Source: an optimization exercise on an open RTL-to-GDS flow (aim: small area and a short achievable clock period). Production flows keep margins and buffers that such runs may drop. Where RTL was checked, it was by simulation tests only, not by an equivalence proof against the original. The RTL of runs 2 to 5 was laid out without a check of its function. Power figures rest on the tool's default switching activity, not on a simulated workload.

<file path="design/flow/config.mk">
export PLATFORM = sky130hd
export DESIGN_NAME = alu_issue
export DESIGN_NICKNAME = alu_issue
export VERILOG_FILES = /design/flow/design.v
export SDC_FILE = /design/flow/constraint.sdc
export NUM_CORES = 4
export LEC_CHECK = 0
export CAP_MARGIN = 20
export CORE_MARGIN = 2
export CORE_UTILIZATION = 40
export SLEW_MARGIN = 20
</file>
<file path="design/flow/constraint.sdc">
create_clock -name core_clock -period 5.5 [get_ports {clk}]
set_input_delay 1.1000 -clock core_clock [delete_from_list [all_inputs] [get_ports {clk}]]
set_output_delay 1.1000 -clock core_clock [all_outputs]
set_load 0.01 [all_outputs]
</file>
<file path="design/flow/design.v">
module alu_issue #(
  parameter int IMEM_DEPTH  = 64,
  parameter int PC_W        = 6,
  parameter int HOLD_CYCLES = 4
) (
  input  logic            clk,
  input  logic            rst_n,
  input  logic            start,
  input  logic            prog_we,
  input  logic [PC_W-1:0] prog_addr,
  input  logic [28:0]     prog_data,
  input  logic            ovf_in,
  output logic [28:0]     inst,
  output logic            inst_valid,
  output logic [PC_W-1:0] pc,
  output logic            busy,
  output logic            done,
  output logic [15:0]     issue_cnt,
  output logic [7:0]      ovf_cnt
);
  localparam int HC_W = (HOLD_CYCLES > 1) ? $clog2(HOLD_CYCLES) : 1;
  typedef enum logic [1:0] {
    IDLE  = 2'd0,
    FETCH = 2'd1,
    HOLD  = 2'd2,
    DONE  = 2'd3
  } state_t;
  state_t          state, state_d;
  logic [28:0]     imem [IMEM_DEPTH];
  logic [28:0]     fetch_word;
  logic [HC_W-1:0] hold_cnt;
  logic            nop_active;
  logic            is_halt;
  logic            is_repeat;
  logic            last_hold;
  logic            at_end;
  logic            launch;
  logic            ovf_stop;
  assign fetch_word = imem[pc];
  assign is_halt    = (fetch_word[28:24] == 5'h1F);
  assign is_repeat  = (fetch_word == inst);
  assign last_hold  = (hold_cnt == HC_W'(HOLD_CYCLES - 1));
  assign at_end     = (pc == PC_W'(IMEM_DEPTH - 1));
  assign launch     = ((state == IDLE) || (state == DONE)) && start;
  assign busy       = (state == FETCH) || (state == HOLD);
  assign done       = (state == DONE);
  assign ovf_stop = 1'b0;
  always_ff @(posedge clk) begin
    if (prog_we && !busy) imem[prog_addr] <= prog_data;
  end
  always_ff @(posedge clk or negedge rst_n) begin
    if (!rst_n) state <= IDLE;
    else        state <= state_d;
  end
  always_comb begin
    state_d = state;
    unique case (state)
      IDLE, DONE: if (start) state_d = FETCH;
      FETCH:      state_d = is_halt ? DONE : HOLD;
      HOLD: begin
        if (last_hold && !nop_active) state_d = (at_end || ovf_stop) ? DONE : FETCH;
      end
      default:    state_d = IDLE;
    endcase
  end
  always_ff @(posedge clk or negedge rst_n) begin
    if (!rst_n) begin
      inst       <= '0;
      inst_valid <= 1'b0;
      pc         <= '0;
      issue_cnt  <= '0;
      ovf_cnt    <= '0;
      hold_cnt   <= '0;
      nop_active <= 1'b0;
    end else begin
      if (launch) begin
        pc        <= '0;
        issue_cnt <= '0;
        ovf_cnt   <= '0;
      end
      if (state == FETCH && !is_halt) begin
        inst       <= is_repeat ? 29'h0 : fetch_word;
        inst_valid <= !is_repeat;
        nop_active <= is_repeat;
        hold_cnt   <= '0;
        if (!is_repeat) issue_cnt <= issue_cnt + 16'd1;
      end
      if (state == HOLD) begin
        if (!last_hold) begin
          hold_cnt <= hold_cnt + HC_W'(1);
        end else if (nop_active) begin
          inst       <= fetch_word;
          inst_valid <= 1'b1;
          nop_active <= 1'b0;
          hold_cnt   <= '0;
          issue_cnt  <= issue_cnt + 16'd1;
        end else begin
          inst_valid <= 1'b0;
          if (ovf_in && ovf_cnt != 8'hFF) ovf_cnt <= ovf_cnt + 8'd1;
          if (!at_end && !ovf_stop) pc <= pc + PC_W'(1);
        end
      end
    end
  end
endmodule
</file>
<file path="design/flow/run.sh">
#!/bin/bash
# synth_recipe.tcl (not shown) runs the flow's synth.tcl, then flattens the netlist and writes it again
# the make line also repeats each setting of config.mk as NAME=value (left out here)
make -C /OpenROAD-flow-scripts/flow DESIGN_CONFIG=/design/flow/config.mk WORK_HOME=/design/flow/orfs CLKGATE_MAP_FILE= SYNTH_SCRIPT=/design/flow/synth_recipe.tcl finish
</file>
==> results by group, run 1 <==
Run status
  – Status: timing/DRC/antenna clean

Placed design
  – Count of input and output buffers: 101
  – Setup WS pre-CTS: 368 ps
  – Placed Cells: 6322
  – Post-detail-place hpwl: 134 mm
  – Placed Area: 80600 um2
  – GPL Wtd Cong: 0.857

Route
  – TritonRoute pass-1 iters: 6
  – Routed len/inst: 34.0 um
  – Drt initial violations: 5397
  – Via Count: 40400
  – # DRC: 0
  – Routed vias/inst: 6.05
  – Post-route ant nets: 0
  – Final WL: 227 mm

Hold path
  – Worst hold path type: input port to asynchronous set/reset pin

Logic synthesis
  – Synth Register Bits: 1921
  – Asr flop ratio synth: 3.38%
  – Seq/Total Area, Yosys: 76.3%
  – Synth Warn #: 1
  – Syn_nets: 3741
  – Syn Inst Count: 3694
  – Mapped Area: 75100 um2
  – Primary FF master, synth: edfxtp_1
  – Post-synth EDFFs: 1856
  – Synth cell types: 74
  – Mapped Avg Cell Area: 20.3 um2

Timing
  – Final setup viols: 0
  – Slew Limit Headroom: 26.8%
  – Slew Limit Fails: 0
  – Slew @ Worst Pin: 1100 ps
  – Worst Skew: 41.6 ps
  – F_max: 192 MHz
  – Final hold vios: 0
  – Final worst-path cycle share: 94.8%
  – Minimum clock period: 5210 ps
  – Setup TNS: 0 ps
  – Slack of the critical path: 285 ps
  – RSZ-0062 raised after global routing: false

Floorplan
  – Die Y: 437 um
  – Die Wd: 437 um
  – Top-level I/O count: 102
  – Core Rows: 159
  – Initial core utilization: 40.1%
  – Die footprint: 191000 um2
  – Placeable Area: 187000 um2

Layout
  – Commonest cells after routing, fill and taps aside: 1856 x edfxtp_1, 362 x mux4_2, 226 x mux2i_1
  – Ratio of cells with drive above 1 in the final layout: 23.9%
  – Commonest non-fill, non-tap cell in the layout: edfxtp_1
  – Final #Nets: 4067
  – Post-layout util: 46.3%
  – Final design area excluding fillers: 86700 um2
  – Final Non-Filler Cells: 6683
  – Area grow syn2layout: 15.4%

Power and ir drop
  – Pleak: 26.5 nW
  – Maximum vdd drop: 0.372 mV
  – Power density cells: 362 nW/um2

Setup path
  – CP arrival: 6000 ps
  – Crit path required time: 6290 ps
  – Worst setup SP type: flip-flop
  – CP Max Fanout: 25
  – CP Capture Type: flip-flop
  – CP Class: flip-flop to flip-flop

Clock tree
  – Clock Path Buffers: 3
  – Clock root buffer: clkbuf_16
  – CTS HTree Levels: 4
  – Sink Count: 1921
  – Post-CTS setup buffer count: 0
  – Post_cts resized: 0
  – TritonCTS Buffers: 191
  – CTS clk-pin slew, worst paths: 60 ps
  – Hold buffers post-CTS: 0
  – Latest clock arrival within the worst-skew pair: 870 ps
  – CTS tree: done

Global routing
  – Largest net degree at the start of global routing: 66
  – Total track usage: 23.6%
  – Vias in the first global route: 39200
  – First-pass GRT wire length: 315 mm
  – Global route overflow: 0
  – Initial antenna violation count: 14

Job
  – Count of maximum capacitance violations: 0
-- kinds of logic (layout without fill, tap and decap cells) --
kind of cell / count (synthesis) / count (layout) / synth area share (%)
AND/OR/NAND/NOR: 431 / 431 / 2.86
buffers and inverters: 222 / 711 / 1.61
AO/OA/AOI/OAI: 467 / 467 / 4.47
XOR/XNOR: 36 / 36 / 0.420
adder cells (fa/ha/maj): 7 / 7 / 0.117
flip-flops: 1921 / 1921 / 76.3
multiplexers: 610 / 610 / 14.2
other: 0 / 5 / 0
-- critical path, stage by stage (launching register included) --
cell and delay, ps:
dfrtp_4 740, buf_12 290, buf_4 310, mux4_2 550, a22o_1 250, a211oi_1 640, nor3_1 150, nor4b_1 550
buf_4 200, nand4_1 80, a222oi_1 410, nand4_2 160, and2_2 320, buf_4 250, o21ai_1 170
-- cell usage after synthesis, drive strengths merged, types with 22 or more instances --
cell type	n	share of area, %
o221ai	46	0.54
a211oi	23	0.23
o22ai	40	0.33
a22o	57	0.66
nor2	101	0.50
o21ai	80	0.53
buf	133	1.2
o211ai	24	0.24
mux2i	226	3.0
edfxtp	1856	74
clkbuf	67	0.33
nand3	50	0.34
xor2	22	0.26
a22oi	66	0.66
nand2	120	0.60
a21oi	44	0.29
dfrtp	65	2.2
nor2b	33	0.27
mux2	22	0.33
inv	22	0.11
mux4	362	11
-- per-stage QoR --
step | power, mW | hold slack [ps]
finish | 31.4 | 366
global route | 32.2 | 419
CTS | 31.6 | 356
detailed placement | 19.0 | 502
global placement | 19.0 | 479
floorplan | 17.7 | 463
-- power breakdown --
part | switching, mW | internal, mW
logic | 1.23 | 0.798
clock network | 5.68 | 7.00
registers | 0.447 | 16.3
total | 7.35 | 24.1
-- per-layer routing --
metal | vias up | track usage, % | wire [um]
li1 | 16100 | - | -
met1 | 21600 | 32.8 | 90000
met3 | 402 | 4.52 | 21600
met4 | 10 | 8.62 | 8760
met5 | - | 0 | 70
met2 | 2308 | 37.2 | 107000
-- state kept, by name, indices dropped and copies added (netlist names) --
name / count
nop_active: 1
imem: 1856
inst: 29
ovf_cnt: 8
state: 2
inst_valid: 1
issue_cnt: 16
pc: 6
hold_cnt: 2
-- area by class of cell --
cell class                      instances  area [um2]
Fill cell                           15500      100000
Inverter                               22        82.6
Timing Repair Buffer                  333        2970
Antenna cell                            5        12.5
Sequential cell                      1921       57400
Tap cell                             2495        3120
Clock buffer                          252        5090
Clock inverter                        104         968
Multi-Input combinational cell       1551       17100
-- final timing paths --
kind / from / end / slack [ps] / cells after the start
max: pc[0] / issue_cnt[7] / 290 / 14
min: rst_n / ovf_cnt[6] / 370 / 1
max reg2reg: pc[0] / issue_cnt[7] / 290 / 14
min reg2reg: hold_cnt[0] / hold_cnt[0] / 510 / 1
max in group asynchronous: rst_n / pc[2] / 4380 / 1
min in group core_clock: hold_cnt[0] / hold_cnt[0] / 510 / 1
==> run 2: changes to the inputs <==
==> design/flow/design.v (replaced) <==
module alu_issue #(
  parameter int IMEM_DEPTH  = 64,
  parameter int PC_W        = 6,
  parameter int HOLD_CYCLES = 4
) (
  input  logic            clk,
  input  logic            rst_n,
  input  logic            start,
  input  logic            prog_we,
  input  logic [PC_W-1:0] prog_addr,
  input  logic [28:0]     prog_data,
  input  logic            ovf_in,
  output logic [28:0]     inst,
  output logic            inst_valid,
  output logic [PC_W-1:0] pc,
  output logic            busy,
  output logic            done,
  output logic [15:0]     issue_cnt,
  output logic [7:0]      ovf_cnt
);
  localparam int HC_W = (HOLD_CYCLES > 1) ? $clog2(HOLD_CYCLES) : 1;
  logic [28:0]     imem [IMEM_DEPTH];
  logic            fetch_q, hold_q, busy_q, done_q;
  logic [HC_W-1:0] hold_cnt;
  logic            nop_active;
  logic [PC_W-1:0] pc_nx;         
  logic [28:0]     pf;            
  logic            pf_halt;       
  logic            pf_rep;        
  logic [28:0]     rd_word;
  logic [28:0]     w0_nx;
  logic            wr, launch, last_hold, end_real, end_nop, at_end, stop, issue_go;
  logic            ovf_stop;
  assign busy = busy_q;
  assign done = done_q;
  assign wr        = prog_we && !busy_q;
  assign launch    = start && !busy_q;
  assign last_hold = hold_q && (hold_cnt == HC_W'(HOLD_CYCLES - 1));
  assign end_real  = last_hold && !nop_active;
  assign end_nop   = last_hold && nop_active;
  assign at_end    = (pc == PC_W'(IMEM_DEPTH - 1));
  assign issue_go  = fetch_q && !pf_halt;
  assign ovf_stop = 1'b0;
  assign stop = at_end || ovf_stop;
  always_ff @(posedge clk) begin
    if (wr) imem[prog_addr] <= prog_data;
  end
  always_comb begin
    rd_word = '0;
    for (int i = 0; i < IMEM_DEPTH; i++)
      rd_word = rd_word | ({29{pc_nx == PC_W'(i)}} & imem[i]);
  end
  assign w0_nx   = (wr && prog_addr == '0) ? prog_data : imem[0];
  always_ff @(posedge clk) begin
    if (!busy_q) begin
      pf      <= w0_nx;
      pf_halt <= (w0_nx[28:24] == 5'h1F);
      pf_rep  <= (w0_nx == inst);
    end else begin
      if (hold_q && !nop_active && !last_hold) pf <= rd_word;
      pf_halt <= (pf[28:24] == 5'h1F);
      pf_rep  <= (pf == inst);
    end
  end
  always_ff @(posedge clk or negedge rst_n) begin
    if (!rst_n) begin
      fetch_q <= 1'b0;
      hold_q  <= 1'b0;
      busy_q  <= 1'b0;
      done_q  <= 1'b0;
    end else begin
      fetch_q <= launch || (end_real && !stop);
      hold_q  <= issue_go || (hold_q && !end_real);
      busy_q  <= launch || (end_real && !stop) || issue_go || (hold_q && !end_real);
      done_q  <= (done_q && !start) || (fetch_q && pf_halt) || (end_real && stop);
    end
  end
  always_ff @(posedge clk or negedge rst_n) begin
    if (!rst_n) begin
      inst       <= '0;
      inst_valid <= 1'b0;
      pc         <= '0;
      pc_nx      <= PC_W'(1);
      issue_cnt  <= '0;
      ovf_cnt    <= '0;
      hold_cnt   <= '0;
      nop_active <= 1'b0;
    end else begin
      if (launch) begin
        pc        <= '0;
        pc_nx     <= PC_W'(1);
        issue_cnt <= '0;
        ovf_cnt   <= '0;
      end
      if (issue_go) begin
        inst       <= pf_rep ? 29'h0 : pf;
        inst_valid <= !pf_rep;
        nop_active <= pf_rep;
        if (!pf_rep) issue_cnt <= issue_cnt + 16'd1;
      end
      if (hold_q) hold_cnt <= (hold_cnt == HC_W'(HOLD_CYCLES - 1)) ? '0 : hold_cnt + HC_W'(1);
      if (end_nop) begin
        inst       <= pf;
        inst_valid <= 1'b1;
        nop_active <= 1'b0;
        issue_cnt  <= issue_cnt + 16'd1;
      end
      if (end_real) begin
        inst_valid <= 1'b0;
        if (ovf_in && ovf_cnt != 8'hFF) ovf_cnt <= ovf_cnt + 8'd1;
        if (!stop) begin
          pc    <= pc + PC_W'(1);
          pc_nx <= pc_nx + PC_W'(1);
        end
      end
    end
  end
endmodule
==> results by group, run 2 <==
Floorplan
  – Die Y: 430 um (-1.8%)
  – Placeable Area: 180000 um2 (-3.7%)
  – Initial core utilization: 40.2% (about the same)
  – Die Wd: 430 um (-1.8%)
  – Top-level I/O count: 102 (unchanged)
  – Die footprint: 185000 um2 (-3.5%)
  – Core Rows: 156 (-1.9%)

Setup path
  – CP Capture Type: flip-flop
  – R2R cell count: 10 (-4)
  – CP delay by family, top: simple AND/OR/NAND/NOR gates
  – Origin of the critical flop-to-flop path: pc_nx[0]
  – Worst reg2reg endpoint: pf[13]
  – Crit path required time: 6120 ps (-170 ps)
  – CP Max Fanout: 11 (-56%)
  – CP Class: flip-flop to flip-flop
  – Max incr delay on CP: 950 ps (+210 ps)
  – CP cell instances: inv_1 -> ha_1 -> nand2b_1 -> nor2_4 -> buf_4 -> a22oi_1 -> nand2_1 -> nor3_1 -> and4_1 -> nor2_1
  – Critical path's slowest cell: nor3_1
  – CP arrival: 5190 ps (-810 ps)
  – Crit path from: pc_nx[0]
  – Buf/Inv on CP: 2 (-2)
  – FF-to-FF setup slack: 930 ps (+640 ps)
  – Worst setup SP type: flip-flop

Route
  – TritonRoute pass-1 iters: 9 (+3)
  – Drt initial violations: 10900 (+100%)
  – # DRC: 0 (unchanged)
  – Post-route ant nets: 0 (unchanged)
  – Final WL: 321 mm (+41%)
  – Routed len/inst: 45.1 um (+33%)
  – Routed vias/inst: 6.96 (+15%)
  – Via Count: 49500 (+22%)

Clock tree
  – TritonCTS Buffers: 188 (-1.6%)
  – Latest clock arrival within the worst-skew pair: 870 ps (about the same)
  – CTS clk-pin slew, worst paths: 60 ps (about the same)
  – Sink Count: 1960 (+2.0%)
  – Post-CTS setup buffer count: 0 (unchanged)
  – CTS HTree Levels: 4 (unchanged)
  – CTS tree: done
  – Hold buffers post-CTS: 0 (unchanged)
  – Clock root buffer: clkbuf_16
  – Clock Path Buffers: 3 (unchanged)
  – Post_cts resized: 0 (unchanged)

Power and ir drop
  – P_int: 25.1 mW (+4.5%)
  – Power density cells: 415 nW/um2 (+14%)
  – Sequential Power Share: 49.1% (-4.1 points)
  – Pleak: 27.2 nW (+2.5%)
  – Maximum vdd drop: 0.285 mV (-23%)
  – Net Sw Frac: 28.5% (+5.1 points)
  – Comb power frac: 15.2% (+8.7 points)
  – Switching power: 10.0 mW (+36%)
  – Clock power frac: 35.6% (-4.7 points)

Layout
  – Fill cells: 15200 (-1.6%)
  – Largest register FFs: 1856 (unchanged)
  – Largest regs: imem: 1856 flops, inst: 29 flops, pf: 29 flops
  – Final #Nets: 4623 (+14%)
  – Most flop-heavy register: imem
  – Post-layout util: 47.0% (+0.67 points)
  – Area grow syn2layout: 17.0%
  – Ratio of cells with drive above 1 in the final layout: 15.1% (-8.7 points)
  – Commonest cells after routing, fill and taps aside: 1885 x edfxtp_1, 850 x a22oi_1, 346 x nand2_1
  – Commonest non-fill, non-tap cell in the layout: edfxtp_1

Logic synthesis
  – Syn Inst Count: 4247 (+15%)
  – Mapped Avg Cell Area: 17.1 um2 (-16%)
  – Asr flop ratio synth: 3.72% (+0.34 points)
  – Synth Warn #: 1 (unchanged)
  – Post-synth EDFFs: 1885 (+1.6%)
  – Synth cell types: 73 (-1.4%)
  – Seq/Total Area, Yosys: 80.7% (+4.4 points)
  – Most instantiated cells after synthesis: 1885 x edfxtp_1, 850 x a22oi_1, 346 x nand2_1, 183 x nor2_1, 116 x nand4_1
  – Synth Register Bits: 1960 (+2.0%)
  – Synth top area share: 78.1% (+4.0 points)
  – Mapped Area: 72500 um2 (-3.6%)
  – Largest area contributor in the netlist: edfxtp_1
  – Syn_nets: 4295 (+15%)
  – Most frequent cell after synthesis: edfxtp_1
  – Primary FF master, synth: edfxtp_1
  – Largest cells by area after synthesis: edfxtp_1 78%, a22oi_1 8.8%, dfrtp_1 2.5%

Timing
  – Minimum clock period: 4570 ps (-640 ps)
  – RSZ-0062 raised after global routing: false
  – Worst Skew: 44.4 ps (+2.81 ps)
  – Slew Limit Fails: 0 (unchanged)
  – Slew Limit Headroom: 12.3% (-15 points)
  – Final worst-path cycle share: 83.2% (-12 points)
  – Final hold vios: 0 (unchanged)
  – F_max: 219 MHz (+14%)
  – Hold_ws: 370 ps (+3.93 ps)
  – Final setup viols: 0 (unchanged)
  – Slew @ Worst Pin: 1310 ps (+216 ps)
  – Setup TNS: 0 ps (unchanged)

Global routing
  – Largest net degree at the start of global routing: 74 (+12%)
  – Initial antenna violation count: 31 (+17)
  – First-pass GRT wire length: 417 mm (+32%)
  – Total track usage: 34.0% (+10 points)
  – Vias in the first global route: 44200 (+13%)
  – Global route overflow: 0 (unchanged)

Hold path
  – Worst hold path type: input port to asynchronous set/reset pin

Placed design
  – Count of input and output buffers: 101 (unchanged)
  – GPL Wtd Cong: 0.976 (+14%)
  – Post-detail-place hpwl: 196 mm (+46%)

Run status
  – Status: timing/DRC/antenna clean

Job
  – Count of maximum capacitance violations: 0 (unchanged)
## run 2: power groups by stage
| stage | Clock [mW] | Sequential, mW | Combinational [mW] |
|---|---|---|---|
| final | 12.5 | 17.3 | 5.36 |
| after global routing | 13.0 | 17.3 | 5.38 |
| after CTS | 12.5 | 17.3 | 5.05 |
| after detailed placement | 0 | 17.6 | 5.03 |
| after global placement | 0 | 17.6 | 4.92 |
| after floorplan | 0 | 17.5 | 2.04 |
## run 2: cell families after synthesis
logic type / share of synthesized area (%)
AO/OA/AOI/OAI: 11.2
XOR/XNOR: 0.218
adder cells (fa/ha/maj): 0.138
buffers and inverters: 1.59
flip-flops: 80.7
multiplexers: 0.276
AND/OR/NAND/NOR: 5.85
## run 2: area by class of cell
cell class	instances	area, um2	area share [%]
flip-flops and latches	1960	58500	69.0
diodes	19	47.5	0.0561
inverters	37	139	0.164
repair buffers	372	3520	4.15
clock inverters	101	767	0.905
well taps	2370	2970	3.50
clock buffers	242	5010	5.91
multi-input cells	2016	13800	16.3
## run 2: how the worst max path moves through the flow
stage | endpoint | cells past startpoint
global placement | pf[26] | 10
floorplan | imem[37][0] | 4
CTS | pf[16] | 11
global route | pf[13] | 10
detailed placement | imem[44][23] | 5
finish | pf[13] | 10
## run 2: stage by stage
| step | power, mW | std cells | worst slack [ps] | instance area, um2 |
|---|---|---|---|---|
| global placement | 22.5 | 6745 | 986 | 78700 |
| finish | 35.1 | 7117 | 926 | 84800 |
| floorplan | 19.5 | 4247 | 1960 | 72500 |
| global route | 35.7 | 7099 | 997 | 84700 |
| CTS | 34.8 | 7096 | 1230 | 84700 |
| detailed placement | 22.6 | 6753 | 1050 | 78900 |
## run 2: layer usage
metal	GRT usage (%)	wire [um]
met3	15.7	57900
met2	47.9	133000
met5	1.25	520
met4	19.7	23200
met1	43.0	107000
==> run 3: changes to the inputs <==
--- a/design/flow/design.v
+++ b/design/flow/design.v
@@ -27,6 +27,7 @@
   logic [28:0]     pf;            
   logic            pf_halt;       
   logic            pf_rep;        
+  logic [IMEM_DEPTH-1:0] rd_sel;
   logic [28:0]     rd_word;
   logic [28:0]     w0_nx;
   logic            wr, launch, last_hold, end_real, end_nop, at_end, stop, issue_go;
@@ -45,10 +46,13 @@
   always_ff @(posedge clk) begin
     if (wr) imem[prog_addr] <= prog_data;
   end
+  always_ff @(posedge clk) begin
+    for (int i = 0; i < IMEM_DEPTH; i++) rd_sel[i] <= (pc_nx == PC_W'(i));
+  end
   always_comb begin
     rd_word = '0;
     for (int i = 0; i < IMEM_DEPTH; i++)
-      rd_word = rd_word | ({29{pc_nx == PC_W'(i)}} & imem[i]);
+      rd_word = rd_word | ({29{rd_sel[i]}} & imem[i]);
   end
   assign w0_nx   = (wr && prog_addr == '0) ? prog_data : imem[0];
   always_ff @(posedge clk) begin
--- a/design/flow/config.mk
+++ b/design/flow/config.mk
@@ -8,4 +8,5 @@
 export CAP_MARGIN = 20
 export CORE_MARGIN = 2
 export CORE_UTILIZATION = 40
+export SETUP_SLACK_MARGIN = 3.0
 export SLEW_MARGIN = 20
==> results by group, run 3 <==
Run status
  – Status: timing/DRC/antenna clean

Setup path
  – CP cell instances: clkbuf_2 -> or4_4 -> buf_4 -> buf_4 -> nor3_4 -> a21oi_4 -> a222oi_1 -> o2111a_1 -> nand4_1 -> nor4_2
  – Critical Path Most Common Cell: buf_4
  – CP Class: input port to flip-flop
  – CP Capture Type: flip-flop
  – Max incr delay on CP: 630 ps (-320 ps)
  – Crit path required time: 6250 ps (+130 ps)
  – CP Max Fanout: 11 (unchanged)
  – Worst setup SP type: input port
  – CP arrival: 3620 ps (-1570 ps)
  – Critical path's slowest cell: or4_4

Route
  – Post-route ant nets: 0 (unchanged)
  – Routed vias/inst: 7.02 (+0.89%)
  – Drt initial violations: 10600 (-2.2%)
  – TritonRoute pass-1 iters: 10 (+1)
  – Via Count: 51000 (+3.0%)
  – Routed len/inst: 46.1 um (+2.2%)
  – Final WL: 335 mm (+4.4%)
  – # DRC: 0 (unchanged)

Global routing
  – First-pass GRT wire length: 427 mm (+2.3%)
  – Largest net degree at the start of global routing: 66 (-11%)
  – Total track usage: 34.6% (+0.61 points)
  – Global route overflow: 0 (unchanged)
  – Initial antenna violation count: 27 (-13%)
  – Vias in the first global route: 45600 (+3.1%)

Logic synthesis
  – Post-synth EDFFs: 1885 (unchanged)
  – Synth Register Bits: 2024 (+3.3%)
  – Synth Warn #: 1 (unchanged)
  – Mapped Area: 73000 um2 (+0.76%)
  – Most instantiated cells after synthesis: 1885 x edfxtp_1, 459 x a22oi_1, 230 x a22o_1, 211 x a221oi_1, 173 x clkbuf_1
  – Asr flop ratio synth: 3.61% (-0.12 points)
  – Synth cell types: 69 (-5.5%)
  – Syn Inst Count: 4057 (-4.5%)
  – Largest cells by area after synthesis: edfxtp_1 78%, a22oi_1 4.7%, a22o_1 2.8%
  – Mapped Avg Cell Area: 18.0 um2 (+5.5%)
  – Primary FF master, synth: edfxtp_1
  – Most frequent cell after synthesis: edfxtp_1
  – Largest area contributor in the netlist: edfxtp_1
  – Synth top area share: 77.5% (-0.59 points)
  – Seq/Total Area, Yosys: 81.8% (+1.1 points)
  – Syn_nets: 4105 (-4.4%)

Floorplan
  – Placeable Area: 181000 um2 (+0.43%)
  – Die Y: 431 um (+0.38%)
  – Top-level I/O count: 102 (unchanged)
  – Die footprint: 186000 um2 (+0.75%)
  – Core Rows: 156 (unchanged)
  – Initial core utilization: 40.3% (+0.13 points)
  – Die Wd: 431 um (+0.38%)

Timing
  – Final setup viols: 0 (unchanged)
  – Setup TNS: 0 ps (unchanged)
  – Final hold vios: 0 (unchanged)
  – Slew Limit Fails: 0 (unchanged)
  – Slew Limit Headroom: 30.0% (+18 points)
  – Hold_ws: 266 ps (-104 ps)
  – Final worst-path cycle share: 52.0% (-31 points)
  – RSZ-0062 raised after global routing: true
  – Slew @ Worst Pin: 1050 ps (-263 ps)
  – F_max: 349 MHz (+60%)
  – Minimum clock period: 2860 ps (-1710 ps)
  – Worst Skew: 46.3 ps (+1.96 ps)

Placed design
  – Placed Area: 78800 um2 (about the same)
  – Placed Cells: 6536 (-3.2%)
  – Post-detail-place hpwl: 190 mm (-2.7%)
  – Count of input and output buffers: 101 (unchanged)
  – GPL Wtd Cong: 0.975 (-0.10%)

Layout
  – Fill cells: 14600 (-4.3%)
  – Final #Nets: 4760 (+3.0%)
  – Ratio of cells with drive above 1 in the final layout: 27.3% (+12 points)
  – Largest regs: imem: 1856 flops, rd_sel: 64 flops
  – Final design area excluding fillers: 91100 um2 (+7.5%)
  – Commonest non-fill, non-tap cell in the layout: edfxtp_1
  – Most flop-heavy register: imem
  – Largest register FFs: 1856 (unchanged)
  – Commonest cells after routing, fill and taps aside: 1885 x edfxtp_1, 432 x a22oi_1, 369 x buf_4
  – Area grow syn2layout: 24.8%
  – Final Non-Filler Cells: 7269 (+2.1%)

Power and ir drop
  – Final Power: 37.2 mW (+5.8%)
  – Pleak: 29.9 nW (+10%)
  – Power density cells: 408 nW/um2 (-1.6%)
  – Maximum vdd drop: 0.324 mV (+14%)

Clock tree
  – CTS HTree Levels: 4 (unchanged)
  – CTS clk-pin slew, worst paths: 60 ps (about the same)
  – Sink Count: 2024 (+3.3%)
  – CTS tree: done
  – Clock Path Buffers: 3 (unchanged)
  – Latest clock arrival within the worst-skew pair: 860 ps (about the same)
  – Clock root buffer: clkbuf_16
  – TritonCTS Buffers: 197 (+4.8%)

Hold path
  – Worst hold path type: input port to asynchronous set/reset pin

Job
  – Count of maximum capacitance violations: 0 (unchanged)
## run 3: cell count changes in the layout (fill, tap and decap cells not counted), sizes merged, moves of 69 or more
| cell | before | now |
|---|---|---|
| a22oi | 850 | 459 |
| clkdlybuf4s50 | 71 | 2 |
| nand2 | 346 | 105 |
| a22o | 39 | 230 |
| a221oi | 23 | 211 |
| buf | 301 | 658 |
## run 3: final timing paths
path / from / end / slack, ps / cells after the start
max in group asynchronous: rst_n / inst[16] / 4400 / 2
min in group core_clock: hold_cnt[0] / hold_cnt[0] / 500 / 1
worst max-delay path: prog_addr[3] / pf_rep / 2640 / 10
worst min-delay path: rst_n / ovf_cnt[1] / 270 / 1
worst min register to register: hold_cnt[0] / hold_cnt[0] / 500 / 1
worst max register to register: busy_q / pf_rep / 2670 / 11
## run 3: stage by stage
step	util [%]	setup WS [ps]
after global routing	50.3	2580
after CTS	49.0	2580
after floorplan	-	2510
after global placement	43.5	1100
after detailed placement	43.5	1150
final	50.3	2640
## run 3: cell families after synthesis
logic type	share of synthesized area, %
fa+ha+maj	0.137
mux	0.254
xor+xnor	0.252
simple gates	4.48
buf+inv	1.36
compound gates	11.7
flops	81.8
## run 3: what timing repair did
item | 4_1_cts | 5_1_grt
pin swaps | 109 | 83
gates resized for setup | 623 | 231
hold buffers | 0 | 0
setup buffers | 217 | 111
cloned | 4 | 14
setup endpoints to repair | 1844 | 572
## run 3: final cells by class
class / count / area (um2) / area share [%]
diodes: 22 / 55.1 / 0.0604
clock buffers: 247 / 5280 / 5.79
clock inverters: 117 / 996 / 1.09
inverters: 26 / 110 / 0.121
multi-input cells: 1775 / 14300 / 15.7
flip-flops and latches: 2024 / 59900 / 65.8
well taps: 2370 / 2970 / 3.26
repair buffers: 687 / 7410 / 8.14
repair inverters: 1 / 8.76 / 0.00962
## run 3: where the power goes
part	switching [mW]	internal [mW]	total (mW)	leakage, nW
Combinational	4.07	2.06	6.13	8.39
Clock	5.93	7.45	13.4	3.06
Sequential	0.364	17.3	17.7	18.5
## run 3: critical path: cells and delay by family
family / cells / cell delay (ps)
compound gates: 3 / 650
buf+inv: 3 / 630
simple gates: 4 / 1220
## run 3: layer usage
metal,share of wire (%),global-route usage [%],wire (um)
met5,0.11,0,355
met4,8.1,20.1,27100
met2,40,47.4,133000
met1,32,43.6,108000
met3,20,18.0,67100
==> run 4: changes to the inputs <==
--- a/design/flow/design.v
+++ b/design/flow/design.v
@@ -20,7 +20,7 @@
 );
   localparam int HC_W = (HOLD_CYCLES > 1) ? $clog2(HOLD_CYCLES) : 1;
   logic [28:0]     imem [IMEM_DEPTH];
-  logic            fetch_q, hold_q, busy_q, done_q;
+  logic            fetch_q, hold_q, busy_q, ready_q, done_q;
   logic [HC_W-1:0] hold_cnt;
   logic            nop_active;
   logic [PC_W-1:0] pc_nx;         
@@ -34,8 +34,8 @@
   logic            ovf_stop;
   assign busy = busy_q;
   assign done = done_q;
-  assign wr        = prog_we && !busy_q;
-  assign launch    = start && !busy_q;
+  assign wr        = prog_we && ready_q;
+  assign launch    = start && ready_q;
   assign last_hold = hold_q && (hold_cnt == HC_W'(HOLD_CYCLES - 1));
   assign end_real  = last_hold && !nop_active;
   assign end_nop   = last_hold && nop_active;
@@ -56,26 +56,23 @@
   end
   assign w0_nx   = (wr && prog_addr == '0) ? prog_data : imem[0];
   always_ff @(posedge clk) begin
-    if (!busy_q) begin
-      pf      <= w0_nx;
-      pf_halt <= (w0_nx[28:24] == 5'h1F);
-      pf_rep  <= (w0_nx == inst);
-    end else begin
-      if (hold_q && !nop_active && !last_hold) pf <= rd_word;
-      pf_halt <= (pf[28:24] == 5'h1F);
-      pf_rep  <= (pf == inst);
-    end
+    if (ready_q) pf <= w0_nx;
+    else if (hold_q && !nop_active) pf <= rd_word;
   end
+  assign pf_halt = (pf[28:24] == 5'h1F);
+  assign pf_rep  = (pf == inst);
   always_ff @(posedge clk or negedge rst_n) begin
     if (!rst_n) begin
       fetch_q <= 1'b0;
       hold_q  <= 1'b0;
       busy_q  <= 1'b0;
+      ready_q <= 1'b1;
       done_q  <= 1'b0;
     end else begin
       fetch_q <= launch || (end_real && !stop);
       hold_q  <= issue_go || (hold_q && !end_real);
       busy_q  <= launch || (end_real && !stop) || issue_go || (hold_q && !end_real);
+      ready_q <= !(launch || (end_real && !stop) || issue_go || (hold_q && !end_real));
       done_q  <= (done_q && !start) || (fetch_q && pf_halt) || (end_real && stop);
     end
   end
==> results by group, run 4 <==
Run status
  – Status: timing/DRC/antenna clean

Floorplan
  – Top-level I/O count: 102 (unchanged)
  – Die Y: 430 um (-0.20%)
  – Initial core utilization: 40.2% (-0.074 points)
  – Die Wd: 430 um (-0.20%)
  – Core Rows: 156 (unchanged)
  – Placeable Area: 181000 um2 (-0.22%)
  – Die footprint: 185000 um2 (-0.39%)

Setup path
  – CP cell instances: buf_6 -> a22oi_2 -> nand4_1 -> nor4_4 -> buf_4 -> a32oi_1
  – CP Max Fanout: 20 (+9)
  – CP Capture Type: flip-flop
  – Worst setup SP type: flip-flop
  – Crit path required time: 6080 ps (-170 ps)
  – Critical path's slowest cell: dfxtp_2
  – CP Class: flip-flop to flip-flop
  – Max incr delay on CP: 500 ps (-130 ps)
  – CP arrival: 3200 ps (-420 ps)

Layout
  – Largest regs: imem: 1856 flops, rd_sel: 64 flops
  – Final #Nets: 4528 (-4.9%)
  – Commonest cells after routing, fill and taps aside: 1885 x edfxtp_1, 404 x a22oi_1, 284 x buf_4
  – Final Non-Filler Cells: 7016 (-3.5%)
  – Commonest non-fill, non-tap cell in the layout: edfxtp_1
  – Largest register FFs: 1856 (unchanged)
  – Most flop-heavy register: imem
  – Area of the multi-input gates: 13500 um2 (-5.8%)
  – Post-layout util: 48.3% (-2.0 points)
  – Reg area: 59900 um2 (about the same)
  – Fill cells: 14900 (+2.2%)
  – Ratio of cells with drive above 1 in the final layout: 21.5% (-5.8 points)
  – Area grow syn2layout: 20.1%

Logic synthesis
  – Seq/Total Area, Yosys: 82.2% (+0.31 points)
  – Most frequent cell after synthesis: edfxtp_1
  – Synth cell types: 57 (-17%)
  – Post-synth EDFFs: 1885 (unchanged)
  – Mapped Area: 72700 um2 (-0.40%)
  – Synth top area share: 77.8% (+0.31 points)
  – Mapped Avg Cell Area: 18.1 um2 (+0.85%)
  – Syn_nets: 4055 (-1.2%)
  – Syn Inst Count: 4007 (-1.2%)
  – Synth Warn #: 1 (unchanged)
  – Largest area contributor in the netlist: edfxtp_1
  – Largest cells by area after synthesis: edfxtp_1 78%, a22oi_1 4.2%, a22o_1 3.1%
  – Synth Register Bits: 2023 (-0.049%)
  – Most instantiated cells after synthesis: 1885 x edfxtp_1, 406 x a22oi_1, 261 x a22o_1, 232 x a221oi_1, 207 x clkbuf_1
  – Primary FF master, synth: edfxtp_1
  – Asr flop ratio synth: 3.66% (+0.051 points)

Hold path
  – Worst hold path type: input port to asynchronous set/reset pin

Timing
  – Worst Skew: 24.1 ps (-22.3 ps)
  – Slew Limit Fails: 0 (unchanged)
  – Final worst-path cycle share: 47.7% (-4.4 points)
  – Setup TNS: 0 ps (unchanged)
  – Slew Limit Headroom: 26.5% (-3.5 points)
  – Slack of the critical path: 2880 ps (+240 ps)
  – RSZ-0062 raised after global routing: true
  – F_max: 381 MHz (+9.2%)
  – Final hold vios: 0 (unchanged)
  – Final setup viols: 0 (unchanged)
  – Slew @ Worst Pin: 1100 ps (+52.8 ps)
  – Minimum clock period: 2620 ps (-240 ps)

Clock tree
  – Hold buffers post-CTS: 0 (unchanged)
  – Sink Count: 2023 (-0.049%)
  – Clock root buffer: clkbuf_16
  – TritonCTS Buffers: 193 (-2.0%)
  – CTS HTree Levels: 4 (unchanged)
  – Clock Path Buffers: 3 (unchanged)
  – CTS clk-pin slew, worst paths: 60 ps (about the same)
  – CTS tree: done
  – Latest clock arrival within the worst-skew pair: 850 ps (about the same)

Power and ir drop
  – Pleak: 28.2 nW (-5.6%)
  – Power density cells: 400 nW/um2 (-2.0%)
  – Maximum vdd drop: 0.252 mV (-22%)

Route
  – Via Count: 49100 (-3.9%)
  – Routed vias/inst: 6.99 (-0.42%)
  – Drt initial violations: 10600 (-0.37%)
  – Final WL: 312 mm (-6.8%)
  – # DRC: 0 (unchanged)
  – TritonRoute pass-1 iters: 8 (-2)
  – Post-route ant nets: 0 (unchanged)
  – Routed len/inst: 44.5 um (-3.5%)

Placed design
  – Post-detail-place hpwl: 180 mm (-5.2%)
  – Placed Cells: 6450 (-1.3%)
  – Count of input and output buffers: 101 (unchanged)
  – GPL Wtd Cong: 0.930 (-4.6%)
  – Setup WS pre-CTS: 1310 ps (+151 ps)

Global routing
  – Vias in the first global route: 44800 (-1.7%)
  – Largest net degree at the start of global routing: 75 (+14%)
  – Total track usage: 33.0% (-1.6 points)
  – Global route overflow: 0 (unchanged)
  – Initial antenna violation count: 20 (-26%)
  – First-pass GRT wire length: 410 mm (-3.9%)

Job
  – Count of maximum capacitance violations: 0 (unchanged)
-- run 4: cell types whose count changed after synthesis, moves of 21 or more --
cell	change
nand2_1	+24
a22oi_1	-53
nor2_1	-21
a32oi_1	+29
clkbuf_1	+34
buf_1	-33
a22o_1	+31
nand3_1	+58
o21ai_0	-48
nand4_1	-54
a221oi_1	+21
-- run 4: power by group --
part / switching, mW / leakage (nW) / internal (mW) / total [mW]
registers: 0.476 / 18.5 / 17.3 / 17.8
logic: 2.85 / 6.93 / 1.59 / 4.44
clock network: 5.80 / 2.83 / 6.92 / 12.7
-- run 4: routing by layer --
layer / GRT usage [%] / up-vias / wire [um]
met1: 42.9 / 24600 / 103000
li1: - / 17800 / -
met4: 17.4 / 24 / 21300
met2: 46.9 / 5489 / 129000
met5: 0 / - / 181
met3: 14.1 / 1118 / 58800
-- run 4: cell families after synthesis --
family / count (synthesis) / synth area share [%]
compound gates: 1054 / 11.6
xor+xnor: 34 / 0.410
fa+ha+maj: 8 / 0.138
buf+inv: 245 / 1.31
flops: 2023 / 82.2
mux: 4 / 0.0568
simple gates: 639 / 4.28
-- run 4: final timing paths --
path | endpoint | startpoint | depth (start not counted) | slack, ps
setup / recovery | pf[7] | rd_sel[38] | 6 | 2880
hold / removal | pc_nx[4] | rst_n | 1 | 420
setup reg to reg | pf[7] | rd_sel[38] | 6 | 2880
hold reg to reg | hold_cnt[0] | hold_cnt[0] | 1 | 490
max in group asynchronous | issue_cnt[10] | rst_n | 1 | 4420
min in group core_clock | hold_cnt[0] | hold_cnt[0] | 1 | 490
-- run 4: metrics by stage --
stage | cell area (um2) | hold WS [ps] | total power [mW]
2_1_floorplan | 73400 | 457 | 19.6
3_3_place_gp | 78100 | 467 | 21.8
3_5_place_dp | 78100 | 488 | 21.8
4_1_cts | 86100 | 413 | 34.5
5_1_grt | 87300 | 487 | 35.5
6_report | 87300 | 418 | 34.9
-- run 4: final cells by class --
type	count	share of cell area, %
diodes	12	0.0344
clock buffers	259	5.98
clock inverters	90	0.728
inverters	8	0.0645
multi-input cells	1739	15.4
flip-flops and latches	2023	68.6
well taps	2370	3.40
repair buffers	515	5.76
-- run 4: critical path, delay by kind of cell (launching register included) --
family / cells / cell delay, ps
and+or+nand+nor: 2 / 950
DFF: 1 / 500
buffers and inverters: 2 / 520
AOI/OAI and AO/OA: 2 / 310
-- run 4: what timing repair did --
item / 4_1_cts / 5_1_grt
endpoints found under the setup margin: 1977 / 955
cloned: 0 / 3
gates resized for setup: 477 / 130
buffers inserted: 143 / 58
pin swaps: 53 / 26
==> run 5: changes to the inputs <==
--- a/design/flow/config.mk
+++ b/design/flow/config.mk
@@ -7,6 +7,6 @@
 export LEC_CHECK = 0
 export CAP_MARGIN = 20
 export CORE_MARGIN = 2
-export CORE_UTILIZATION = 40
+export CORE_UTILIZATION = 55
 export SETUP_SLACK_MARGIN = 3.0
 export SLEW_MARGIN = 20
==> results by group, run 5 <==
Route
  – Final WL: 309 mm (-1.0%)
  – # DRC: 0 (unchanged)
  – Routed vias/inst: 7.68 (+9.9%)
  – TritonRoute pass-1 iters: 7 (-1)
  – Drt initial violations: 10400 (-1.4%)
  – Routed len/inst: 48.6 um (+9.2%)
  – Via Count: 48900 (-0.35%)
  – Post-route ant nets: 0 (unchanged)

Logic synthesis
  – Primary FF master, synth: edfxtp_1
  – Multiplexer share of the synthesized area: 0.0568% (unchanged)
  – Most frequent cell after synthesis: edfxtp_1
  – Synth Area in Compound Gates: 11.6% (unchanged)
  – XOR/XNOR Fraction of Synth Area: 0.410% (unchanged)
  – Post-synth EDFFs: 1885 (unchanged)
  – Synth Register Bits: 2023 (unchanged)
  – Seq/Total Area, Yosys: 82.2% (unchanged)
  – Most instantiated cells after synthesis: 1885 x edfxtp_1, 406 x a22oi_1, 261 x a22o_1, 232 x a221oi_1, 207 x clkbuf_1
  – Largest family of logic cells by synthesized area: compound AO/OA/AOI/OAI gates
  – Syn Inst Count: 4007 (unchanged)
  – Synth Warn #: 1 (unchanged)
  – Largest area contributor in the netlist: edfxtp_1
  – Synth top area share: 77.8% (unchanged)
  – Post-Synth Simple-Gate Area: 4.28% (unchanged)
  – Mapped Area: 72700 um2 (unchanged)
  – Synth cell types: 57 (unchanged)
  – Mapped Avg Cell Area: 18.1 um2 (unchanged)
  – Largest cells by area after synthesis: edfxtp_1 78%, a22oi_1 4.2%, a22o_1 3.1%
  – Post-Synth Adder-Cell Area: 0.138% (unchanged)
  – Asr flop ratio synth: 3.66% (unchanged)
  – Syn_nets: 4055 (unchanged)

Clock tree
  – CTS clk-pin slew, worst paths: 60 ps (about the same)
  – Clock Path Buffers: 3 (unchanged)
  – Latest clock arrival within the worst-skew pair: 850 ps (about the same)
  – Sink Count: 2023 (unchanged)
  – Clock root buffer: clkbuf_16
  – CTS tree: done
  – CTS HTree Levels: 4 (unchanged)
  – TritonCTS Buffers: 198 (+2.6%)

Setup path
  – CP arrival: 3280 ps (+80 ps)
  – Worst reg2reg endpoint: pf[10]
  – Worst setup SP type: flip-flop
  – FF-to-FF setup slack: 2770 ps (-110 ps)
  – R2R cell count: 6 (unchanged)
  – CP Class: flip-flop to flip-flop
  – CP Capture Type: flip-flop
  – Origin of the critical flop-to-flop path: rd_sel[12]
  – Crit path required time: 6050 ps (-30 ps)
  – CP Max Fanout: 17 (-15%)

Placed design
  – Placed Cells: 5827 (-9.7%)
  – Post-detail-place hpwl: 175 mm (-2.8%)
  – Setup WS pre-CTS: 1220 ps (-90.4 ps)
  – GPL Wtd Cong: 0.929 (-0.12%)
  – Count of input and output buffers: 101 (unchanged)

Floorplan
  – Die footprint: 135000 um2 (-27%)
  – Die Y: 368 um (-15%)
  – Top-level I/O count: 102 (unchanged)
  – Placeable Area: 131000 um2 (-27%)
  – Core Rows: 133 (-15%)
  – Die Wd: 368 um (-15%)
  – Initial core utilization: 55.4% (+15 points)

Timing
  – Final setup viols: 0 (unchanged)
  – Worst Skew: 23.2 ps (-0.915 ps)
  – Setup TNS: 0 ps (unchanged)
  – Slew @ Worst Pin: 1150 ps (+50.8 ps)
  – Final hold vios: 0 (unchanged)
  – RSZ-0062 raised after global routing: true
  – Minimum clock period: 2730 ps (+112 ps)
  – Slack of the critical path: 2770 ps (-112 ps)
  – Slew Limit Headroom: 23.1% (-3.4 points)
  – Final worst-path cycle share: 49.7% (+2.0 points)
  – F_max: 366 MHz (-4.1%)
  – Slew Limit Fails: 0 (unchanged)

Layout
  – Ratio of cells with drive above 1 in the final layout: 21.0% (-0.51 points)
  – Commonest non-fill, non-tap cell in the layout: edfxtp_1
  – Final #Nets: 4477 (-1.1%)
  – Fill cells: 8871 (-40%)
  – Most flop-heavy register: imem
  – Final Non-Filler Cells: 6362 (-9.3%)
  – Area grow syn2layout: 18.4%
  – Largest regs: imem: 1856 flops, rd_sel: 64 flops
  – Largest register FFs: 1856 (unchanged)
  – Commonest cells after routing, fill and taps aside: 1885 x edfxtp_1, 406 x a22oi_1, 260 x a22o_1

Global routing
  – GR Util met2: 63.1% (+16 points)
  – Total track usage: 45.6% (+13 points)
  – Grt peak-use layer: met2
  – Vias in the first global route: 44700 (-0.30%)
  – Global route overflow: 0 (unchanged)
  – First-pass GRT wire length: 406 mm (-0.99%)
  – Initial antenna violation count: 8 (-60%)
  – Met3 Usage GRT: 19.5% (+5.3 points)
  – Met1 global-route usage: 61.1% (+18 points)
  – Largest net degree at the start of global routing: 75 (unchanged)

Job
  – Count of maximum capacitance violations: 0 (unchanged)

Power and ir drop
  – Power density cells: 415 nW/um2 (+3.7%)
  – Final Power: 35.7 mW (+2.3%)
  – Maximum vdd drop: 0.301 mV (+19%)
  – Pleak: 28.1 nW (-0.56%)

Hold path
  – Worst hold path type: input port to asynchronous set/reset pin

Run status
  – Status: timing/DRC/antenna clean
[run 5: cell counts after synthesis]
Identical to the previous run, type by type.
[run 5: timing repair]
item / in CTS / in global routing
gates resized for setup: 435 / 73
endpoints found under the setup margin: 1898 / 625
hold buffers: 0 / 0
gates cloned: 4 / 2
pin swaps: 50 / 26
buffers inserted: 133 / 18
[run 5: area by class of cell]
| type | count | area, um2 | share of cell area, % |
|---|---|---|---|
| Sequential cell | 2023 | 59900 | 69.5 |
| Multi-Input combinational cell | 1741 | 13300 | 15.5 |
| Clock buffer | 257 | 5360 | 6.22 |
| Timing Repair Buffer | 455 | 4220 | 4.90 |
| Tap cell | 1755 | 2200 | 2.55 |
| Clock inverter | 108 | 1040 | 1.21 |
| Inverter | 8 | 56.3 | 0.0654 |
| Antenna cell | 13 | 32.5 | 0.0378 |
| Timing Repair inverter | 2 | 22.5 | 0.0262 |
[run 5: power by group]
part / internal (mW) / total (mW) / switching, mW
clock: 7.74 / 13.6 / 5.90
sequential: 17.3 / 17.8 / 0.532
combinational: 1.51 / 4.27 / 2.76
total: 26.5 / 35.7 / 9.19
[run 5: worst max-delay path, stage by stage (launching register included)]
cell	delay [ps]
dfxtp_4	480
buf_6	280
a22o_1	270
a221oi_1	310
nand4_1	290
nor4_2	630
a32oi_1	150
[run 5: cells by family after synthesis]
group | after synthesis
compound gates | 1054
mux | 4
xor+xnor | 34
simple gates | 639
fa+ha+maj | 8
buf+inv | 245
flops | 2023
[run 5: routing by layer]
metal | routed length [um] | up-vias
met5 | 40 | -
met4 | 20500 | 6
met3 | 58100 | 1081
met2 | 128000 | 5539
met1 | 102000 | 24600
li1 | - | 17700
[run 5: worst max-delay path by stage]
| stage | start | to | slack, ps | cells after the start |
|---|---|---|---|---|
| after floorplan | prog_addr[5] | imem[29][0] | 2620 | 3 |
| after global placement | prog_addr[3] | pf[8] | 1240 | 6 |
| after detailed placement | prog_addr[3] | pf[3] | 1220 | 6 |
| after CTS | rd_sel[12] | pf[10] | 2750 | 6 |
| after global routing | rd_sel[12] | pf[10] | 2930 | 6 |
| final | rd_sel[12] | pf[10] | 2770 | 6 |
[run 5: metrics by stage]
stage	util (%)	hold WS (ps)	cell area (um2)
finish	65.6	409	86100
global route	65.6	489	86100
CTS	65.2	426	85600
detailed placement	58.9	482	77300
global placement	58.9	470	77300
floorplan	-	457	73400
==> run 6: changes to the inputs <==
--- a/design/flow/design.v
+++ b/design/flow/design.v
@@ -28,8 +28,16 @@
   logic            pf_halt;       
   logic            pf_rep;        
   logic [IMEM_DEPTH-1:0] rd_sel;
-  logic [28:0]     rd_word;
+  logic [28:0]     rd_word, rd_lo, rd_hi;
   logic [28:0]     w0_nx;
+  localparam int LO_W = PC_W / 2;
+  localparam int HI_W = PC_W - LO_W;
+  localparam int LO_N = 1 << LO_W;
+  localparam int HI_N = 1 << HI_W;
+  logic            stg_hit0;
+  logic [HI_N-1:0] stg_hi;
+  logic [LO_N-1:0] stg_lo;
+  logic [28:0]     stg_data;
   logic            wr, launch, last_hold, end_real, end_nop, at_end, stop, issue_go;
   logic            ovf_stop;
   assign busy = busy_q;
@@ -44,17 +52,26 @@
   assign ovf_stop = 1'b0;
   assign stop = at_end || ovf_stop;
   always_ff @(posedge clk) begin
-    if (wr) imem[prog_addr] <= prog_data;
+    for (int h = 0; h < HI_N; h++) stg_hi[h] <= wr && (prog_addr[PC_W-1:LO_W] == HI_W'(h));
+    for (int l = 0; l < LO_N; l++) stg_lo[l] <= (prog_addr[LO_W-1:0] == LO_W'(l));
+    stg_data <= prog_data;
+    stg_hit0 <= wr && (prog_addr == '0);
+    for (int i = 0; i < IMEM_DEPTH; i++)
+      if (stg_hi[i / LO_N] && stg_lo[i % LO_N]) imem[i] <= stg_data;
   end
   always_ff @(posedge clk) begin
     for (int i = 0; i < IMEM_DEPTH; i++) rd_sel[i] <= (pc_nx == PC_W'(i));
   end
   always_comb begin
-    rd_word = '0;
-    for (int i = 0; i < IMEM_DEPTH; i++)
-      rd_word = rd_word | ({29{rd_sel[i]}} & imem[i]);
+    rd_lo = '0;
+    rd_hi = '0;
+    for (int i = 0; i < IMEM_DEPTH / 2; i++)
+      rd_lo = rd_lo | ({29{rd_sel[i]}} & imem[i]);
+    for (int i = IMEM_DEPTH / 2; i < IMEM_DEPTH; i++)
+      rd_hi = rd_hi | ({29{rd_sel[i]}} & imem[i]);
   end
-  assign w0_nx   = (wr && prog_addr == '0) ? prog_data : imem[0];
+  assign rd_word = (hold_cnt == '0) ? rd_lo : (pf | rd_hi);
+  assign w0_nx   = (wr && prog_addr == '0) ? prog_data : stg_hit0 ? stg_data : imem[0];
   always_ff @(posedge clk) begin
     if (ready_q) pf <= w0_nx;
     else if (hold_q && !nop_active) pf <= rd_word;
--- a/design/flow/config.mk
+++ b/design/flow/config.mk
@@ -7,6 +7,8 @@
 export LEC_CHECK = 0
 export CAP_MARGIN = 20
 export CORE_MARGIN = 2
-export CORE_UTILIZATION = 55
+export CORE_UTILIZATION = 40
+export CTS_CLUSTER_DIAMETER = 100
+export CTS_CLUSTER_SIZE = 20
 export SETUP_SLACK_MARGIN = 3.0
 export SLEW_MARGIN = 20
==> results by group, run 6 <==
Layout
  – Ratio of cells with drive above 1 in the final layout: 14.4% (-6.6 points)
  – Final design area excluding fillers: 83200 um2 (-3.4%)
  – Area grow syn2layout: 12.0%
  – Largest register FFs: 1856 (unchanged)
  – Final #Nets: 4353 (-2.8%)
  – Commonest non-fill, non-tap cell in the layout: edfxtp_1
  – Most flop-heavy register: imem
  – Commonest cells after routing, fill and taps aside: 1885 x edfxtp_1, 310 x a22oi_1, 252 x a22o_1
  – Largest regs: imem: 1856 flops, rd_sel: 64 flops
  – Fill cells: 15900 (+79%)
  – Area of the multi-input gates: 13200 um2 (-1.2%)
  – Reg area: 60900 um2 (+1.7%)

Logic synthesis
  – Asr flop ratio synth: 3.58% (-0.081 points)
  – XOR/XNOR Fraction of Synth Area: 0.377% (-0.032 points)
  – Multiplexer share of the synthesized area: 0.421% (+0.36 points)
  – Largest area contributor in the netlist: edfxtp_1
  – Seq/Total Area, Yosys: 81.6% (-0.50 points)
  – Synth Area in Compound Gates: 11.5% (-0.14 points)
  – Largest family of logic cells by synthesized area: compound AO/OA/AOI/OAI gates
  – Syn_nets: 4154 (+2.4%)
  – Most frequent cell after synthesis: edfxtp_1
  – Synth Register Bits: 2069 (+2.3%)
  – Synth cell types: 56 (-1.8%)
  – Primary FF master, synth: edfxtp_1
  – Synth top area share: 76.2% (-1.7 points)
  – Syn Inst Count: 4105 (+2.4%)
  – Post-synth EDFFs: 1885 (unchanged)
  – Post-Synth Adder-Cell Area: 0.152% (+0.014 points)
  – Mapped Avg Cell Area: 18.1 um2 (-0.27%)
  – Most instantiated cells after synthesis: 1885 x edfxtp_1, 310 x a22oi_1, 252 x a22o_1, 251 x a221oi_1, 217 x clkbuf_1
  – Mapped Area: 74300 um2 (+2.2%)
  – Post-Synth Simple-Gate Area: 4.58% (+0.30 points)
  – Synth Warn #: 2 (+1)
  – Largest cells by area after synthesis: edfxtp_1 76%, a22oi_1 3.1%, a22o_1 3.0%

Route
  – Routed vias/inst: 6.45 (-16%)
  – Routed length on met2: 119 mm (-7.4%)
  – M1 WL: 95.2 mm (-7.1%)
  – Max Used Layer: met5
  – Via Count: 44400 (-9.2%)
  – TritonRoute pass-1 iters: 6 (-1)
  – Post-route ant nets: 0 (unchanged)
  – Met3 WL: 30.3 mm (-48%)
  – Drt initial violations: 7779 (-25%)
  – Final WL: 257 mm (-17%)
  – # DRC: 0 (unchanged)
  – Routed len/inst: 37.4 um (-23%)

Timing
  – F_max: 397 MHz (+8.6%)
  – Hold_ws: 303 ps (-107 ps)
  – RSZ-0062 raised after global routing: true
  – Slew Limit Headroom: 25.9% (+2.8 points)
  – Final worst-path cycle share: 45.8% (-3.9 points)
  – Slew Limit Fails: 0 (unchanged)
  – Final hold vios: 0 (unchanged)
  – Minimum clock period: 2520 ps (-216 ps)
  – Final setup viols: 0 (unchanged)
  – Worst Skew: 83.6 ps (+60.4 ps)
  – Slack of the critical path: 2980 ps (+216 ps)
  – Slew @ Worst Pin: 1110 ps (-42.6 ps)
  – Setup TNS: 0 ps (unchanged)

Global routing
  – Global route overflow: 0 (unchanged)
  – Total track usage: 26.6% (-19 points)
  – Initial antenna violation count: 4 (-4)
  – Vias in the first global route: 41600 (-7.0%)
  – Largest net degree at the start of global routing: 75 (unchanged)
  – First-pass GRT wire length: 350 mm (-14%)

Floorplan
  – Placeable Area: 185000 um2 (+41%)
  – Initial core utilization: 40.2% (-15 points)
  – Die Wd: 435 um (+18%)
  – Top-level I/O count: 102 (unchanged)
  – Core Rows: 158 (+19%)
  – Die Y: 435 um (+18%)
  – Die footprint: 189000 um2 (+40%)

Setup path
  – CP arrival: 3050 ps (-230 ps)
  – Worst setup SP type: flip-flop
  – Max incr delay on CP: 560 ps (-70 ps)
  – Origin of the critical flop-to-flop path: rd_sel[60]
  – CP cell instances: buf_6 -> a22o_1 -> a221oi_1 -> nand4_1 -> nor3_4 -> o31ai_1
  – Crit path from: rd_sel[60]
  – CP Max Fanout: 16 (-1)
  – Crit path required time: 6030 ps (-20 ps)
  – CP delay by family, top: simple AND/OR/NAND/NOR gates
  – Buf/Inv on CP: 1 (unchanged)
  – CP Class: flip-flop to flip-flop
  – Critical path's slowest cell: dfxtp_2
  – CP Capture Type: flip-flop

Clock tree
  – Latest clock arrival within the worst-skew pair: 810 ps (-40 ps)
  – TritonCTS Buffers: 114 (-42%)
  – Hold buffers post-CTS: 0 (unchanged)
  – Clock Path Buffers: 3 (unchanged)
  – CTS HTree Levels: 3 (-1)
  – CTS clk-pin slew, worst paths: 90 ps (+30 ps)
  – Clock root buffer: clkbuf_16
  – Sink Count: 2069 (+2.3%)
  – CTS tree: done

Placed design
  – Post-detail-place hpwl: 132 mm (-25%)
  – GPL Wtd Cong: 0.846 (-8.9%)
  – Setup WS pre-CTS: 1810 ps (+590 ps)
  – Placed Area: 78700 um2 (+1.9%)
  – Count of input and output buffers: 101 (unchanged)

Power and ir drop
  – Final Power: 31.6 mW (-12%)
  – Maximum vdd drop: 0.272 mV (-9.8%)
  – Pleak: 26.0 nW (-7.5%)
  – Power density cells: 380 nW/um2 (-8.4%)

Job
  – Count of maximum capacitance violations: 0 (unchanged)

Run status
  – Status: timing/DRC/antenna clean

Hold path
  – Worst hold path type: input port to asynchronous set/reset pin
-- run 6: worst paths after layout --
path	endpoint	slack, ps	cells past startpoint
setup / recovery	pf[6]	2980	6
hold / removal	issue_cnt[4]	300	1
setup reg to reg	pf[6]	2980	6
hold reg to reg	inst[16]	550	2
max in group asynchronous	pc[4]	4620	1
min in group core_clock	inst[16]	550	2
-- run 6: per-stage QoR --
step,utilization (%),cells
2_1_floorplan,-,4105
3_3_place_gp,42.6,6585
3_5_place_dp,42.6,6585
4_1_cts,44.7,6872
5_1_grt,45.0,6881
6_report,45.0,6883
-- run 6: metal layers --
layer	up-vias	global-route usage (%)
met1	23300	36.3
met5	-	0
li1	17500	-
met2	3098	41.7
met4	8	12.1
met3	516	4.67
-- run 6: cell type report --
type,count,area share [%]
multi-input combinational,1785,15.8
timing repair buffer,324,3.14
antenna,2,0.00602
tap,2480,3.73
clock inverter,10,0.223
inverter,10,0.0451
clock buffer,203,3.88
sequential,2069,73.2
-- run 6: cells by family after synthesis --
group,after synthesis
adder cells (fa/ha/maj),9
AND/OR/NAND/NOR,661
AO/OA/AOI/OAI,1050
XOR/XNOR,32
multiplexers,31
buffers and inverters,253
flip-flops,2069
-- run 6: report_power, final --
| part | switching, mW | total [mW] | internal, mW |
|---|---|---|---|
| Combinational | 2.60 | 4.10 | 1.51 |
| Clock | 5.10 | 9.16 | 4.05 |
| Sequential | 0.739 | 18.3 | 17.6 |
-- run 6: what timing repair did --
action / in CTS / in global routing
pin swaps: 4 / 9
resized for setup: 299 / 51
cloned: 2 / 0
setup buffers: 72 / 9
setup endpoints to repair: 126 / 49
==> run 7: changes to the inputs <==
--- a/design/flow/config.mk
+++ b/design/flow/config.mk
@@ -7,7 +7,7 @@
 export LEC_CHECK = 0
 export CAP_MARGIN = 20
 export CORE_MARGIN = 2
-export CORE_UTILIZATION = 40
+export CORE_UTILIZATION = 65
 export CTS_CLUSTER_DIAMETER = 100
 export CTS_CLUSTER_SIZE = 20
 export SETUP_SLACK_MARGIN = 3.0
==> results by group, run 7 <==
Run status
  – Status: timing/DRC/antenna clean

Floorplan
  – Initial core utilization: 65.2% (+25 points)
  – Placeable Area: 114000 um2 (-38%)
  – Die Wd: 342 um (-21%)
  – Die footprint: 117000 um2 (-38%)
  – Die Y: 342 um (-21%)
  – Core Rows: 124 (-22%)
  – Top-level I/O count: 102 (unchanged)

Setup path
  – CP Capture Type: flip-flop
  – Buf/Inv on CP: 1 (unchanged)
  – Worst setup SP type: flip-flop
  – FF-to-FF setup slack: 2970 ps (about the same)
  – Crit path from: rd_sel[49]
  – Critical path's slowest cell: dfxtp_2
  – Worst reg2reg endpoint: pf[3]
  – R2R cell count: 6 (unchanged)
  – Critical Path End: pf[3]
  – CP Class: flip-flop to flip-flop
  – Max incr delay on CP: 580 ps (+20 ps)
  – CP cell instances: buf_4 -> a22o_1 -> a221oi_1 -> nand4_1 -> nor3_4 -> o31ai_1
  – Crit path required time: 5970 ps (-60 ps)
  – CP delay by family, top: simple AND/OR/NAND/NOR gates
  – WP depth: 6 (unchanged)
  – Origin of the critical flop-to-flop path: rd_sel[49]
  – CP arrival: 3000 ps (-50 ps)
  – CP Max Fanout: 16 (unchanged)

Logic synthesis
  – Primary FF master, synth: edfxtp_1
  – Most instantiated cells after synthesis: 1885 x edfxtp_1, 310 x a22oi_1, 252 x a22o_1, 251 x a221oi_1, 217 x clkbuf_1
  – Largest area contributor in the netlist: edfxtp_1
  – Syn_nets: 4154 (unchanged)
  – Mapped Avg Cell Area: 18.1 um2 (unchanged)
  – Post-synth EDFFs: 1885 (unchanged)
  – Synth top area share: 76.2% (unchanged)
  – Seq/Total Area, Yosys: 81.6% (unchanged)
  – Mapped Area: 74300 um2 (unchanged)
  – Most frequent cell after synthesis: edfxtp_1
  – Synth cell types: 56 (unchanged)
  – Asr flop ratio synth: 3.58% (unchanged)
  – Synth Warn #: 2 (unchanged)
  – Largest cells by area after synthesis: edfxtp_1 76%, a22oi_1 3.1%, a22o_1 3.0%
  – Syn Inst Count: 4105 (unchanged)
  – Synth Register Bits: 2069 (unchanged)

Route
  – Routed len/inst: 42.5 um (+14%)
  – Final WL: 252 mm (-2.1%)
  – Drt initial violations: 8736 (+12%)
  – TritonRoute pass-1 iters: 8 (+2)
  – # DRC: 0 (unchanged)
  – Post-route ant nets: 0 (unchanged)
  – Routed vias/inst: 7.73 (+20%)
  – Via Count: 45800 (+3.1%)

Placed design
  – Placed Area: 77600 um2 (-1.4%)
  – GPL Wtd Cong: 0.912 (+7.7%)
  – Post-detail-place hpwl: 135 mm (+2.0%)
  – Count of input and output buffers: 101 (unchanged)
  – Placed Cells: 5626 (-15%)

Layout
  – Largest register FFs: 1856 (unchanged)
  – Largest regs: imem: 1856 flops, rd_sel: 64 flops
  – Final Non-Filler Cells: 5923 (-14%)
  – Area grow syn2layout: 10.5%
  – Most flop-heavy register: imem
  – Commonest non-fill, non-tap cell in the layout: edfxtp_1
  – Final design area excluding fillers: 82100 um2 (-1.3%)
  – Fill cells: 6980 (-56%)
  – Final #Nets: 4374 (+0.48%)
  – Commonest cells after routing, fill and taps aside: 1885 x edfxtp_1, 310 x a22oi_1, 252 x a22o_1
  – Ratio of cells with drive above 1 in the final layout: 13.7% (-0.78 points)

Hold path
  – Worst hold path type: input port to asynchronous set/reset pin

Clock tree
  – Hold buffers post-CTS: 0 (unchanged)
  – CTS HTree Levels: 3 (unchanged)
  – Clock root buffer: clkbuf_16
  – TritonCTS Buffers: 113 (-0.88%)
  – Clock Path Buffers: 3 (unchanged)
  – Latest clock arrival within the worst-skew pair: 740 ps (-70 ps)
  – Sink Count: 2069 (unchanged)
  – CTS clk-pin slew, worst paths: 90 ps (about the same)
  – CTS tree: done

Timing
  – Slew Limit Headroom: 16.7% (-9.2 points)
  – Worst Skew: 28.1 ps (-55.5 ps)
  – Final worst-path cycle share: 46.0% (+0.22 points)
  – RSZ-0062 raised after global routing: true
  – Setup TNS: 0 ps (unchanged)
  – Minimum clock period: 2530 ps (+11.8 ps)
  – Final hold vios: 0 (unchanged)
  – F_max: 395 MHz (-0.47%)
  – Slew Limit Fails: 0 (unchanged)
  – Slew @ Worst Pin: 1250 ps (+138 ps)
  – Final setup viols: 0 (unchanged)

Power and ir drop
  – Maximum vdd drop: 0.297 mV (+9.2%)
  – Pleak: 26.0 nW (about the same)
  – Power density cells: 384 nW/um2 (+1.2%)

Global routing
  – Initial antenna violation count: 8 (+4)
  – Largest net degree at the start of global routing: 66 (-12%)
  – First-pass GRT wire length: 341 mm (-2.7%)
  – Vias in the first global route: 43200 (+3.8%)
  – Global route overflow: 0 (unchanged)
  – Total track usage: 42.9% (+16 points)

Job
  – Count of maximum capacitance violations: 0 (unchanged)
## run 7: layout make-up
class	instances	area (um2)	area share, %
inverter	10	37.5	0.0457
antenna	1	2.50	0.00305
sequential	2069	60900	74.1
multi-input combinational	1785	13100	15.9
timing repair buffer	346	2980	3.63
clock buffer	197	3210	3.91
clock inverter	3	41.3	0.0503
tap	1512	1890	2.30
## run 7: how the worst min path moves through the flow
| stage | endpoint | from | cells after the start |
|---|---|---|---|
| after floorplan | pc_nx[5] | pc_nx[5] | 1 |
| after CTS | issue_cnt[14] | rst_n | 1 |
| after detailed placement | inst[2] | inst[2] | 2 |
| after global placement | ovf_cnt[5] | ovf_cnt[5] | 1 |
| final | issue_cnt[14] | rst_n | 1 |
| after global routing | issue_cnt[11] | rst_n | 1 |
## run 7: logic make-up after synthesis
logic type	Yosys count	share of synthesized area (%)
fa+ha+maj	9	0.152
flops	2069	81.6
buf+inv	253	1.32
mux	31	0.421
compound gates	1050	11.5
simple gates	661	4.58
xor+xnor	32	0.377
## run 7: worst reg2reg max path, delay by kind of cell (launching register included)
kind	cells	cell delay [ps]
AND/OR/NAND/NOR	2	690
AO/OA/AOI/OAI	3	620
flip-flops	1	580
buffers and inverters	1	390
## run 7: per-layer routing
| layer | track usage, % | vias to the layer above | part of all wire, % |
|---|---|---|---|
| met3 | 10.4 | 870 | 15 |
| met1 | 58.5 | 23000 | 33 |
| met5 | 0 | - | 0.0052 |
| met4 | 24.4 | 2 | 7.2 |
| li1 | - | 17500 | - |
| met2 | 64.6 | 4341 | 45 |
## run 7: power by group
group | internal [mW] | switching [mW]
Combinational | 1.69 | 2.95
Sequential | 17.6 | 0.554
Clock | 3.96 | 4.81
## run 7: metrics by stage
stage / setup slack [ps] / hold WS (ps) / utilization (%) / total power [mW]
2_1_floorplan: 3080 / 487 / - / 20.2
3_3_place_gp: 1650 / 507 / 68.1 / 22.1
3_5_place_dp: 1920 / 527 / 68.2 / 22.2
4_1_cts: 2910 / 259 / 71.9 / 31.2
5_1_grt: 2910 / 278 / 72.1 / 32.2
6_report: 2970 / 261 / 72.1 / 31.6
## run 7: repair_timing
action | CTS | global route
endpoints found under the setup margin | 132 | 58
resized for setup | 208 | 47
buffers inserted | 82 | 12
pin swaps | 6 | 12
gates cloned | 1 | 1

[port drivers added, routing unchanged]
The results above use ideal ports. As a check the final layouts listed here were re-extracted and re-timed, cells and wires unchanged. Step 1 assumes that a clkbuf_16 drives the clock port and a buf_2 every other input. Step 2 also shifts input and output timing later by t, the mid clock arrival at the registers, as if the neighbouring blocks saw the same clock. Three values: no drivers, after step 1, after step 2; two values: the first two.
run	shift t [ns]	slack for setup (ns)
run 1	0.934	0.285 / 0.285 / 0.285
run 2	0.940	0.926 / 0.926 / 0.876
run 3	0.926	2.638 / 2.556 / 1.775
run 4	0.936	2.879 / 2.879 / 2.125
run 5	0.925	2.767 / 2.767 / 2.141
run 6	0.855	2.983 / 2.928 / 2.336
run 7	0.802	2.971 / 2.941 / 2.229
After both steps every run listed still meets setup and hold.
